This design comes from an exercise in tuning for small area on the open sky130 flow, not from production work. Only simulation tests tie the RTL to the original design; equivalence was not proved. Power figures rest on the tool's default switching activity, not on a simulated workload.

## west
==> module alu_issue, before the edit <==
module alu_issue #(
    parameter int NUM_ENTRIES = 8
) (
    input  wire                          clk_in,
    input  wire                          rst_in,
    input  wire                          rdy_in,
    input  wire                          flush,
    input  wire [NUM_ENTRIES-1:0]        ready_nxt,    
    input  wire [NUM_ENTRIES*4-1:0]      op_arr,
    input  wire [NUM_ENTRIES*alu_rs_pkg::TAG_W-1:0]  tag_arr,
    input  wire [NUM_ENTRIES*alu_rs_pkg::XLEN-1:0]   v1_arr,
    input  wire [NUM_ENTRIES*alu_rs_pkg::XLEN-1:0]   v2_arr,
    output logic [NUM_ENTRIES-1:0]       grant_oh,
    output logic                         result_valid,
    output logic [alu_rs_pkg::TAG_W-1:0]             result_tag,
    output logic [alu_rs_pkg::XLEN-1:0]              result_value
);
    localparam int XLEN  = alu_rs_pkg::XLEN;
    localparam int TAG_W = alu_rs_pkg::TAG_W;
    logic              any_grant;
    logic [3:0]        op;
    logic [TAG_W-1:0]  sel_tag;
    logic [XLEN-1:0]   a, b;
    logic [XLEN-1:0]   alu_out;
    always_ff @(posedge clk_in)
        grant_oh <= ready_nxt & (~ready_nxt + 1'b1);     
    assign any_grant = |grant_oh;
    always_comb
    begin
        op      = '0;
        sel_tag = '0;
        a       = '0;
        b       = '0;
        for (int i = 0; i < NUM_ENTRIES; i++)
        begin
            op      = op      | ({4{grant_oh[i]}}     & op_arr[i*4 +: 4]);
            sel_tag = sel_tag | ({TAG_W{grant_oh[i]}} & tag_arr[i*TAG_W +: TAG_W]);
            a       = a       | ({XLEN{grant_oh[i]}}  & v1_arr[i*XLEN +: XLEN]);
            b       = b       | ({XLEN{grant_oh[i]}}  & v2_arr[i*XLEN +: XLEN]);
        end
    end
    logic            sub;
    logic [XLEN-1:0] bx, p, g;
    logic [XLEN:0]   sum;
    logic            slt, sltu;
    assign sub  = (op == alu_rs_pkg::OP_SUB) || (op == alu_rs_pkg::OP_SLT) || (op == alu_rs_pkg::OP_SLTU);
    assign bx   = b ^ {XLEN{sub}};
    assign p    = a ^ bx;
    assign g    = a & bx;
    logic [XLEN:0]   c;
    logic [XLEN/4:0] gc;
    assign gc[0] = sub;
    for (genvar k = 0; k < XLEN/4; k++)
    begin : g_cla
        logic [3:0] pp, gg;
        assign pp = p[4*k +: 4];
        assign gg = g[4*k +: 4];
        assign c[4*k]   = gc[k];
        assign c[4*k+1] = gg[0] | (pp[0] & gc[k]);
        assign c[4*k+2] = gg[1] | (pp[1] & gg[0]) | (pp[1] & pp[0] & gc[k]);
        assign c[4*k+3] = gg[2] | (pp[2] & gg[1]) | (pp[2] & pp[1] & gg[0]) | (pp[2] & pp[1] & pp[0] & gc[k]);
        assign gc[k+1]  = gg[3] | (pp[3] & gg[2]) | (pp[3] & pp[2] & gg[1]) | (pp[3] & pp[2] & pp[1] & gg[0])
                        | (&pp & gc[k]);
    end
    assign c[XLEN] = gc[XLEN/4];
    assign sum     = {c[XLEN], p ^ c[XLEN-1:0]};
    assign sltu = !sum[XLEN];
    assign slt  = (a[XLEN-1] ^ b[XLEN-1]) ? a[XLEN-1] : sum[XLEN-1];
    logic            fill;
    logic [XLEN-1:0] sh_in, sh_out, sh_rev;
    assign fill = (op == alu_rs_pkg::OP_SRA) && a[XLEN-1];
    always_comb
        for (int i = 0; i < XLEN; i++)
            sh_in[i] = (op == alu_rs_pkg::OP_SLL) ? a[XLEN-1-i] : a[i];
    assign sh_out = XLEN'({{XLEN{fill}}, sh_in} >> b[4:0]);
    always_comb
        for (int i = 0; i < XLEN; i++)
            sh_rev[i] = sh_out[XLEN-1-i];
    logic k_sum, k_g, k_p, k_sl, k_sr, k_slt, k_sltu;
    assign k_sum  = (op == alu_rs_pkg::OP_ADD) || (op == alu_rs_pkg::OP_SUB);
    assign k_g    = (op == alu_rs_pkg::OP_AND) || (op == alu_rs_pkg::OP_OR);
    assign k_p    = (op == alu_rs_pkg::OP_OR)  || (op == alu_rs_pkg::OP_XOR);
    assign k_sl   = (op == alu_rs_pkg::OP_SLL);
    assign k_sr   = (op == alu_rs_pkg::OP_SRL) || (op == alu_rs_pkg::OP_SRA);
    assign k_slt  = (op == alu_rs_pkg::OP_SLT);
    assign k_sltu = (op == alu_rs_pkg::OP_SLTU);
    assign alu_out = ({XLEN{k_sum}} & sum[XLEN-1:0])
                   | ({XLEN{k_g}}   & g)
                   | ({XLEN{k_p}}   & p)
                   | ({XLEN{k_sl}}  & sh_rev)
                   | ({XLEN{k_sr}}  & sh_out)
                   | {{(XLEN-1){1'b0}}, (k_slt && slt) || (k_sltu && sltu)};
    always_ff @(posedge clk_in)
    begin
        if (rst_in)
            result_valid <= 1'b0;
        else if (rdy_in)
            result_valid <= any_grant && !flush;
    end
    always_ff @(posedge clk_in)
    begin
        if (rdy_in)
        begin
            result_tag   <= sel_tag;
            result_value <= alu_out;
        end
    end
endmodule
export LEC_CHECK = 0
export CAP_MARGIN = 20
export CORE_MARGIN = 2
export CORE_UTILIZATION = 40
export SLEW_MARGIN = 20
create_clock -name core_clock -period 6.0 [get_ports {clk_in}]
standard.sh (not shown) runs the stock make flow with config.mk's settings and CLKGATE_MAP_FILE= SYNTH_SCRIPT=/design/flow/synth_recipe.tcl, a recipe that flattens the netlist after the stock synthesis.
==> flow/flow/run.sh <==
#!/bin/bash
# Own layout flow: the standard ORFS flow (standard.sh, unchanged
# synthesis, floorplan, power grid and tap cells), with two changes:
#  - the port buffers are the smallest buffer cell;
#  - CTS builds larger sink clusters and inserts no dummy loads.
# Each call's full output goes to a log file in the work folder.
set -euo pipefail

CTS="-sink_clustering_enable -repair_clock_nets -dont_use_dummy_load"
CTS="$CTS -sink_clustering_size ${RS_CTS_SIZE:-24} -sink_clustering_max_diameter ${RS_CTS_DIAM:-80}"
CTS="$CTS -buf_list sky130_fd_sc_hd__clkbuf_16"

bash standard.sh \
    "BUFFER_PORTS_ARGS=-buffer_cell sky130_fd_sc_hd__buf_1" \
    "CTS_ARGS=$CTS" \
    finish > flow_make.log 2>&1
west | status: complete | timing, DRC, antenna: pass
### west -> south
diff --git a/flow/design.v b/flow/design.v
--- a/flow/design.v
+++ b/flow/design.v
@@ -208,27 +208,11 @@
     logic            slt, sltu;
     assign sub  = (op == alu_rs_pkg::OP_SUB) || (op == alu_rs_pkg::OP_SLT) || (op == alu_rs_pkg::OP_SLTU);
     assign bx   = b ^ {XLEN{sub}};
     assign p    = a ^ bx;
     assign g    = a & bx;
-    logic [XLEN:0]   c;
-    logic [XLEN/4:0] gc;
-    assign gc[0] = sub;
-    for (genvar k = 0; k < XLEN/4; k++)
-    begin : g_cla
-        logic [3:0] pp, gg;
-        assign pp = p[4*k +: 4];
-        assign gg = g[4*k +: 4];
-        assign c[4*k]   = gc[k];
-        assign c[4*k+1] = gg[0] | (pp[0] & gc[k]);
-        assign c[4*k+2] = gg[1] | (pp[1] & gg[0]) | (pp[1] & pp[0] & gc[k]);
-        assign c[4*k+3] = gg[2] | (pp[2] & gg[1]) | (pp[2] & pp[1] & gg[0]) | (pp[2] & pp[1] & pp[0] & gc[k]);
-        assign gc[k+1]  = gg[3] | (pp[3] & gg[2]) | (pp[3] & pp[2] & gg[1]) | (pp[3] & pp[2] & pp[1] & gg[0])
-                        | (&pp & gc[k]);
-    end
-    assign c[XLEN] = gc[XLEN/4];
-    assign sum     = {c[XLEN], p ^ c[XLEN-1:0]};
+    assign sum  = {1'b0, a} + {1'b0, bx} + {{XLEN{1'b0}}, sub};
     assign sltu = !sum[XLEN];
     assign slt  = (a[XLEN-1] ^ b[XLEN-1]) ? a[XLEN-1] : sum[XLEN-1];
     logic            fill;
     logic [XLEN-1:0] sh_in, sh_out, sh_rev;
     assign fill = (op == alu_rs_pkg::OP_SRA) && a[XLEN-1];
## What came out
south: full flow OK, the timing, DRC and antenna checks passed. Re post-route core utilization: west was higher than south. south -> west: overall power consumption flat. Of the two values seen for launching instance or port of the critical path, alu_issue_inst.grant_oh[1] was produced by south and alu_issue_inst.grant_oh[2] by west. Of the two values seen for library cell contributing the largest single delay on the critical path, sky130_fd_sc_hd__dfxtp_4 was produced by west and sky130_fd_sc_hd__a221oi_1 by south. Combinational fraction of design power in south is 0.5 points above west. Compared to west, south reaches a higher achievable clock. | compound-gate portion of the synthesized area | south vs west | 0.67 points higher |. Looking at arrival time of data at the critical path endpoint, south sits below west. Changes observed in south relative to west: per-instance average area after synthesis went down by about 2%, period utilization went down by 0.93 points.

-- port drivers added, routing unchanged --
How much do the figures lean on ideal ports? The routed layouts below were timed once more, with nothing changed but the port constraints.
Step 1 (the two cells are an assumption about what drives the block):
set clk [get_ports {clk_in}]
set_driving_cell -lib_cell sky130_fd_sc_hd__clkbuf_16 $clk
set_driving_cell -lib_cell sky130_fd_sc_hd__buf_2 [delete_from_list [all_inputs] $clk]
Step 2, shift: input delay + t, output delay - t, t = (earliest + latest rising clock arrival at the registers) / 2. This alone moves slack from input paths to output paths.
a / b / c = no drivers / after step 1 / after step 2; a / b = the first two.
run	t (ns)	setup WS [ns]	worst hold slack (ns)	clock arrival spread, ns	worst slew at a driven data input, ns
west	0.645	0.427 / 0.427 / 0.427	0.481 / 0.481 / 0.481	0.071 / 0.071	0.23
south	0.651	0.483 / 0.483 / 0.483	0.482 / 0.482 / 0.482	0.077 / 0.077	0.20
After both steps setup and hold are still met in every run listed.
